Background: an optimization exercise with open tools, aiming at small area, a short achievable clock period and few clock cycles per item. Do not read the settings as production practice.
Only simulation tests tie the RTL to the original design; equivalence was not proved.

==> run C: inputs <==
Design gnhc_top, start of the top module:
module gnhc_top (
    input  wire logic        i_clk,
    input  wire logic        i_rst_n,
    input  wire logic        i_in_valid,
    output logic             o_in_ready,
    input  wire logic [15:0] i_gc_fraction,
    input  wire logic [23:0] i_read_depth,
    input  wire logic        i_first_bin,
    output logic             o_out_valid,
    input  wire logic        i_out_ready,
    output logic [16:0]      o_log2_ratio,
    output logic [2:0]       o_copy_state,
    input  wire logic        i_cfg_wr_en,
    input  wire logic [1:0]  i_cfg_index,
    input  wire logic [15:0] i_cfg_data
);
Settings: LEC_CHECK=0, CAP_MARGIN=20, CORE_MARGIN=2, CORE_UTILIZATION=40, SLEW_MARGIN=20; clock period 20.0 ns.
run.sh (not shown) runs the stock make flow with config.mk's settings and CLKGATE_MAP_FILE= SYNTH_SCRIPT=/design/flow/synth_recipe.tcl, a recipe that flattens the netlist after the stock synthesis.
==> run P (differences from run C) <==
--- a/flow/design.v
+++ b/flow/design.v
@@ -2,17 +2,17 @@
 package gnhc_pkg;
     localparam int NUM_STATES_DEF = 6;
     localparam int CFG_W     = 16;
     localparam int CFG_IDX_W = 2;
     localparam logic [CFG_IDX_W-1:0] CFG_SWITCH_PENALTY = 2'd0;
     localparam logic [CFG_IDX_W-1:0] CFG_EMISSION_SCALE = 2'd1;
     localparam logic [CFG_W-1:0] SWITCH_PENALTY_RST = 16'd16384;
     localparam logic [CFG_W-1:0] EMISSION_SCALE_RST = 16'd16384;
-    localparam int COST_W = 28;
+    localparam int COST_W = 30;
     localparam int LOG_SQ = 7;
     localparam int LOG_NT = 31;
     function automatic logic [30:0] log_thr(input int i);
         logic [30:0] v;
         case (i)
             1: v = 31'd1079389461;
             2: v = 31'd1121280437;
             3: v = 31'd1127178115;
@@ -104,17 +104,16 @@
     input  wire logic               i_clk,
     input  wire logic               i_rst_n,
     input  wire logic               i_acc,    
     input  wire logic [15:0]        i_gc,
     input  wire logic [23:0]        i_depth,
     input  wire logic               i_first,
     output logic                    o_valid,
     output logic signed [16:0]      o_obs,
-    output logic [15:0]             o_abs,    
     output logic                    o_first
 );
     localparam int NSTEP = 32;
     localparam int NDS   = (NSTEP + DPS - 1) / DPS;
     localparam int NLS   = gnhc_pkg::LOG_SQ;
     logic        r0_v, r0_first;
     logic [15:0] r0_g;
     logic [23:0] r0_d;
@@ -160,108 +159,95 @@
     always_comb begin
         b_e   = {6'b110010, r1_t};
         b_le  = 33'(b_e) * 33'd1678;
         b_num = {r1_d25, 1'b0, b_le};
         b_p   = 6'(r1_q) + 6'd17;
         b_ext = {b_num, 31'd0};
         b_win = 54'(b_ext >> b_p);
     end
-    logic [NDS-1:0]       dv_v;
-    logic [NDS-1:0]       dv_first;
-    logic [NDS-1:0]       dv_dz;
-    logic [NDS-1:0][15:0] dv_t;
-    logic [NDS-1:0][5:0]  dv_p;
-    logic [NDS-1:0][21:0] dv_r;
-    logic [NDS-1:0][31:0] dv_qn;
+    logic [NDS:0]       dv_v;
+    logic [NDS:0]       dv_first;
+    logic [NDS:0]       dv_dz;
+    logic [NDS:0][15:0] dv_t;
+    logic [NDS:0][5:0]  dv_p;
+    logic [NDS:0][21:0] dv_r;
+    logic [NDS:0][31:0] dv_qn;
     always_ff @(posedge i_clk) begin
         if (!i_rst_n) dv_v[0] <= 1'b0;
         else          dv_v[0] <= r1_v;
         dv_first[0] <= r1_first;
         dv_dz[0]    <= r1_dz;
         dv_t[0]     <= r1_t;
         dv_p[0]     <= b_p;
         dv_r[0]     <= b_win[53:32];
         dv_qn[0]    <= b_win[31:0];
     end
-    logic [30:0] n_m0, r_m0;
-    logic [5:0]  n_p, r_p0;
-    logic        n_v, n_first;
     for (genvar s = 0; s < NDS; s++) begin : g_div
         logic [21:0] r_n;
         logic [31:0] qn_n;
         always_comb begin
             logic [21:0] e;
             logic [22:0] trial;
             logic [23:0] diff;
             logic        ge;
             e    = {6'b110010, dv_t[s]};
             r_n  = dv_r[s];
             qn_n = dv_qn[s];
             for (int j = 0; j < DPS; j++) begin
                 if (s * DPS + j < NSTEP) begin
                     trial = {r_n, qn_n[31]};
                     diff  = {1'b0, trial} - {2'b00, e};
-                    ge    = !diff[23];
+                    ge    = !diff[23] && (dv_p[s] >= 6'(s * DPS + j));
                     r_n   = ge ? diff[21:0] : trial[21:0];
                     qn_n  = {qn_n[30:0], ge};
                 end
             end
         end
-        if (s < NDS - 1) begin : g_mid
-            always_ff @(posedge i_clk) begin
-                if (!i_rst_n) dv_v[s+1] <= 1'b0;
-                else          dv_v[s+1] <= dv_v[s];
-                dv_first[s+1] <= dv_first[s];
-                dv_dz[s+1]    <= dv_dz[s];
-                dv_t[s+1]     <= dv_t[s];
-                dv_p[s+1]     <= dv_p[s];
-                dv_r[s+1]     <= r_n;
-                dv_qn[s+1]    <= qn_n;
-            end
-        end else begin : g_last
-            logic [31:0] q;
-            always_comb begin
-                for (int i = 0; i < NSTEP; i++) q[31-i] = qn_n[31-i] & (dv_p[s] >= 6'(i));
-                if (dv_dz[s]) begin
-                    n_m0 = 31'd1678 << 20;
-                    n_p  = 6'd10;
-                end else if (q[31]) begin
-                    n_m0 = q[31:1];
-                    n_p  = dv_p[s];
-                end else begin
-                    n_m0 = q[30:0];
-                    n_p  = dv_p[s] - 6'd1;
-                end
-            end
-            always_ff @(posedge i_clk) begin
-                if (!i_rst_n) n_v <= 1'b0;
-                else          n_v <= dv_v[s];
-                n_first <= dv_first[s];
-                r_m0    <= n_m0;
-                r_p0    <= n_p;
-            end
+        always_ff @(posedge i_clk) begin
+            if (!i_rst_n) dv_v[s+1] <= 1'b0;
+            else          dv_v[s+1] <= dv_v[s];
+            dv_first[s+1] <= dv_first[s];
+            dv_dz[s+1]    <= dv_dz[s];
+            dv_t[s+1]     <= dv_t[s];
+            dv_p[s+1]     <= dv_p[s];
+            dv_r[s+1]     <= r_n;
+            dv_qn[s+1]    <= qn_n;
+        end
+    end
+    logic [30:0] n_m0;
+    logic [5:0]  n_p;
+    always_comb begin
+        if (dv_dz[NDS]) begin
+            n_m0 = 31'd1678 << 20;
+            n_p  = 6'd10;
+        end else if (dv_qn[NDS][31]) begin
+            n_m0 = dv_qn[NDS][31:1];
+            n_p  = dv_p[NDS];
+        end else begin
+            n_m0 = dv_qn[NDS][30:0];
+            n_p  = dv_p[NDS] - 6'd1;
         end
     end
     logic [NLS:1]           lg_v;
     logic [NLS:1]           lg_first;
     logic [NLS:1][5:0]      lg_p;
     logic [NLS:1][30:0]     lg_m;
     logic [NLS:1][NLS-1:0]  lg_f;
     for (genvar s = 0; s < NLS; s++) begin : g_log
         logic           v_i, first_i;
         logic [5:0]     p_i;
         logic [30:0]    m_i;
         logic [NLS-1:0] f_i;
         logic [31:0]    msq;
         if (s == 0) begin : g_in0
-            assign v_i = n_v;
-            assign first_i = n_first;
-            assign p_i = r_p0;
-            assign m_i = r_m0;
+            assign v_i = dv_v[NDS];
+            assign first_i = dv_first[NDS];
+            assign p_i = n_p;
+            assign m_i = n_m0;
             assign f_i = '0;
         end else begin : g_in
             assign v_i = lg_v[s];
             assign first_i = lg_first[s];
             assign p_i = lg_p[s];
             assign m_i = lg_m[s];
             assign f_i = lg_f[s];
         end
@@ -291,17 +277,16 @@
         t_h   = {1'b0, lg_f[NLS], t_rank[4:1]} + 12'(t_rank[0]);
         t_obs = 17'($signed({1'b0, lg_p[NLS], 11'd0}) - 18'sd49152 + $signed({6'd0, t_h}) - 18'sd13607);
     end
     always_ff @(posedge i_clk) begin
         if (!i_rst_n) o_valid <= 1'b0;
         else          o_valid <= lg_v[NLS];
         o_first <= lg_first[NLS];
         o_obs   <= t_obs;
-        o_abs   <= t_obs[16] ? 16'(-t_obs) : t_obs[15:0];
     end
 endmodule
 `default_nettype wire
 `default_nettype none
 module gnhc_sq31 (
     input  wire logic [30:0] a,
     output logic [31:0] o
 );
@@ -1940,17 +1925,16 @@
 module gnhc_back (
     input  wire logic               i_clk,
     input  wire logic               i_rst_n,
     input  wire logic [15:0]        i_pen,
     input  wire logic [15:0]        i_scale,
     input  wire logic               i_scale_wr,    
     input  wire logic               i_valid,
     input  wire logic signed [16:0] i_obs,
-    input  wire logic [15:0]        i_abs,         
     input  wire logic               i_first,
     output logic                    o_valid,
     output logic signed [16:0]      o_obs,
     output logic [2:0]              o_state
 );
     localparam int NS = 6;
     localparam int CW = gnhc_pkg::COST_W;
     localparam logic [45:0] B0_RST = 46'(gnhc_pkg::EMISSION_SCALE_RST) * 46'd856206121;
@@ -1964,21 +1948,22 @@
         if (!i_rst_n)        r_cal <= 2'd0;
         else if (i_scale_wr) r_cal <= 2'd1;
         else if (r_cal != 0) r_cal <= r_cal + 2'd1;
     end
     logic signed [16:0] e0_obs;
     logic [15:0]        e0_abs;
     always_comb begin
         unique case (r_cal)
-            2'd1:    begin e0_obs = -17'sd29261; e0_abs = 16'd29261; end
-            2'd2:    begin e0_obs = 17'sd1198;   e0_abs = 16'd1198;  end
-            2'd3:    begin e0_obs = 17'sd2707;   e0_abs = 16'd2707;  end
-            default: begin e0_obs = i_obs;       e0_abs = i_abs;     end
+            2'd1:    e0_obs = -17'sd29261;
+            2'd2:    e0_obs = 17'sd1198;
+            2'd3:    e0_obs = 17'sd2707;
+            default: e0_obs = i_obs;
         endcase
+        e0_abs = e0_obs[16] ? 16'(-e0_obs) : e0_obs[15:0];
     end
     logic               e1_v, e1_first;
     logic [1:0]         e1_cal;
     logic signed [16:0] e1_obs;
     logic [15:0]        e1_abs;
     logic [31:0]        e1_ya;
     always_ff @(posedge i_clk) begin
         if (!i_rst_n) begin
@@ -2029,43 +2014,43 @@
         t[1] = z + (y <<< 12) + $signed({12'd0, i_scale, 22'd0}) + RND;
         t[2] = z + RND;
         t[3] = z + (y <<< 2) + (y <<< 5) + (y <<< 7) - (y <<< 9) - (y <<< 11)
                  + $signed({13'd0, r_b3}) + RND;
         t[4] = z - (y <<< 12) + $signed({12'd0, i_scale, 22'd0}) + RND;
         t[5] = z + (y <<< 1) - (y <<< 3) - (y <<< 5) - (y <<< 8) - (y <<< 10) - (y <<< 12)
                  + $signed({11'd0, r_b5}) + RND;
     end
-    logic [NS-1:0][26:0] e3_em;       
+    logic [NS-1:0][26:0] e3_em;
     logic                e3_v, e3_first;
     logic signed [16:0]  e3_obs;
     always_ff @(posedge i_clk) begin
         if (!i_rst_n) e3_v <= 1'b0;
         else          e3_v <= e2_v;
         e3_first <= e2_first;
         e3_obs   <= e2_obs;
         for (int k = 0; k < NS; k++) e3_em[k] <= t[k][48:22];
     end
     logic [NS-1:0][CW-1:0] r_c;       
     logic [CW-1:0]         r_min;     
-    logic [CW-1:0]         r_minp;    
-    logic [NS-1:0][CW-1:0] c_in, c_new, cp_new;
-    logic [CW-1:0]         minp_in;
+    logic [NS-1:0][CW-1:0] c_in;
+    logic [CW-1:0]         min_in, minp;
+    logic [NS-1:0][CW-1:0] c_new;
     logic [NS-1:0][NS-1:0] lt;        
     logic [NS-1:0]         win;
     logic [2:0]            best;
-    logic [CW-1:0]         best_c, best_cp;
-    assign minp_in = e3_first ? CW'(i_pen) : r_minp;
+    logic [CW-1:0]         best_c;
+    assign min_in = e3_first ? '0 : r_min;
+    assign minp   = min_in + CW'(i_pen);
     for (genvar k = 0; k < NS; k++) begin : g_acs
-        logic [CW-1:0] dk;
-        assign c_in[k]   = e3_first ? ((k == 2) ? '0 : CW'(8192)) : r_c[k];
-        assign dk        = c_in[k] - minp_in;
-        assign c_new[k]  = dk[CW-1] ? c_in[k] + CW'(e3_em[k]) : minp_in + CW'(e3_em[k]);
-        assign cp_new[k] = dk[CW-1] ? c_in[k] + CW'(e3_em[k]) + CW'(i_pen)
-                                    : minp_in + CW'(e3_em[k]) + CW'(i_pen);
+        logic [CW-1:0] dk, a;
+        assign c_in[k]  = e3_first ? ((k == 2) ? '0 : CW'(8192)) : r_c[k];
+        assign dk       = c_in[k] - minp;
+        assign a        = dk[CW-1] ? c_in[k] : minp;      
+        assign c_new[k] = a + CW'(e3_em[k]);
     end
     for (genvar i = 0; i < NS; i++) begin : g_lt
         assign lt[i][i] = 1'b0;
         for (genvar j = i + 1; j < NS; j++) begin : g_pair
             logic [CW-1:0] dd;
             assign dd       = c_new[i] - c_new[j];
             assign lt[i][j] = dd[CW-1];
             assign lt[j][i] = ~dd[CW-1] & (dd != '0);
@@ -2073,50 +2058,36 @@
     end
     assign win[0] = lt[0][2] & ~lt[1][0] & ~lt[3][0] & ~lt[4][0] & ~lt[5][0];
     assign win[1] = lt[1][2] & lt[1][0] & ~lt[3][1] & ~lt[4][1] & ~lt[5][1];
     assign win[2] = ~lt[0][2] & ~lt[1][2] & ~lt[3][2] & ~lt[4][2] & ~lt[5][2];
     assign win[3] = lt[3][2] & lt[3][0] & lt[3][1] & ~lt[4][3] & ~lt[5][3];
     assign win[4] = lt[4][2] & lt[4][0] & lt[4][1] & lt[4][3] & ~lt[5][4];
     assign win[5] = lt[5][2] & lt[5][0] & lt[5][1] & lt[5][3] & lt[5][4];
     assign best = {win[4] | win[5], win[2] | win[3], win[1] | win[3] | win[5]};
-    always_comb begin
-        best_c  = '0;
-        best_cp = '0;
-        for (int k = 0; k < NS; k++) begin
-            best_c  = best_c  | ({CW{win[k]}} & c_new[k]);
-            best_cp = best_cp | ({CW{win[k]}} & cp_new[k]);
-        end
-    end
+    assign best_c = ({CW{win[0]}} & c_new[0]) | ({CW{win[1]}} & c_new[1])
+                  | ({CW{win[2]}} & c_new[2]) | ({CW{win[3]}} & c_new[3])
+                  | ({CW{win[4]}} & c_new[4]) | ({CW{win[5]}} & c_new[5]);
     always_ff @(posedge i_clk) begin
         if (!i_rst_n) begin
             for (int k = 0; k < NS; k++) r_c[k] <= (k == 2) ? '0 : CW'(8192);
-            r_min  <= '0;
-            r_minp <= CW'(gnhc_pkg::SWITCH_PENALTY_RST);
-            o_valid <= 1'b0;
-        end else begin
-            o_valid <= e3_v;
-            if (e3_v) begin
-                r_c    <= c_new;
-                r_min  <= best_c;
-                r_minp <= best_cp;
-            end else begin
-                r_minp <= r_min + CW'(i_pen);
-            end
+            r_min <= '0;
+        end else if (e3_v) begin
+            r_c   <= c_new;
+            r_min <= best_c;
         end
     end
-    always_ff @(posedge i_clk) begin
-        o_obs   <= e3_obs;
-        o_state <= best;
-    end
+    assign o_valid = e3_v;
+    assign o_obs   = e3_obs;
+    assign o_state = best;
 endmodule
 `default_nettype wire
 `default_nettype none
 module gc_normalize_hmm_copy_state_core #(
-    parameter int DPS   = 3,
+    parameter int DPS   = 4,
     parameter int DEPTH = 28
 ) (
     input  wire logic        i_clk,
     input  wire logic        i_rst_n,
     input  wire logic        i_in_valid,
     output logic             o_in_ready,
     input  wire logic [15:0] i_gc_fraction,
     input  wire logic [23:0] i_read_depth,
@@ -2130,17 +2101,16 @@
     input  wire logic [15:0] i_cfg_data
 );
     localparam int CNT_W = $clog2(DEPTH + 1);
     logic [15:0]      r_pen, r_scale;
     logic [CNT_W-1:0] r_owed;
     logic             acc, take;
     logic               f_valid, f_first;
     logic signed [16:0] f_obs;
-    logic [15:0]        f_abs;
     logic               b_valid;
     logic signed [16:0] b_obs;
     logic [2:0]         b_state;
     always_ff @(posedge i_clk) begin
         if (!i_rst_n) begin
             r_pen   <= gnhc_pkg::SWITCH_PENALTY_RST;
             r_scale <= gnhc_pkg::EMISSION_SCALE_RST;
         end else if (i_cfg_wr_en) begin
@@ -2161,28 +2131,26 @@
         .i_clk   (i_clk),
         .i_rst_n (i_rst_n),
         .i_acc   (acc),
         .i_gc    (i_gc_fraction),
         .i_depth (i_read_depth),
         .i_first (i_first_bin),
         .o_valid (f_valid),
         .o_obs   (f_obs),
-        .o_abs   (f_abs),
         .o_first (f_first)
     );
     gnhc_back u_back (
         .i_clk   (i_clk),
         .i_rst_n (i_rst_n),
         .i_pen   (r_pen),
         .i_scale (r_scale),
         .i_scale_wr (i_cfg_wr_en && (i_cfg_index == gnhc_pkg::CFG_EMISSION_SCALE)),
         .i_valid (f_valid),
         .i_obs   (f_obs),
-        .i_abs   (f_abs),
         .i_first (f_first),
         .o_valid (b_valid),
         .o_obs   (b_obs),
         .o_state (b_state)
     );
     gnhc_fifo #(
         .DEPTH (DEPTH),
         .W     (20)
==> run notes <==
* Skew-Pair Late Insertion Delay at 1.04 ns
* Status: no timing/DRC/antenna violations
* Chip Height at 896.3 um
* Reg-to-reg endpoint: u_core.u_back.r_min[13]$_SDFFE_PN0P_
* CLK BUF at 405
-- figures above: run C

==> run notes <==
* Chip Height at 886.7 um
* Reg-to-reg endpoint: u_core.u_fifo.r_mem[24][2]$_DFFE_PP_
* CLK BUF at 389
* Status: no timing/DRC/antenna violations
-- figures above: run P

Testbench counts of run C, summed over its fixed seeds: cycles 5,016, items 4,800.
Testbench counts of run P, summed over its fixed seeds: cycles 4,984, items 4,800.

static timing again, ports no longer ideal:
The results above use ideal ports. As a check the final layouts listed here were re-extracted and re-timed, cells and wires unchanged. Step 1 assumes that a clkbuf_16 drives the clock port and a buf_2 every other input. Step 2 also shifts input and output timing later by t, the mid clock arrival at the registers, as if the neighbouring blocks saw the same clock. a / b / c = no drivers / after step 1 / after step 2; a / b = the first two.
| run | t, ns | setup slack, ns | cell pins on the clock port's net |
|---|---|---|---|
| run C | 1.117 | 4.313 / 4.313 / 4.313 | 1 |
| run P | 1.145 | 2.296 / 2.296 / 2.296 | 1 |
After both steps setup and hold are still met in every run listed.
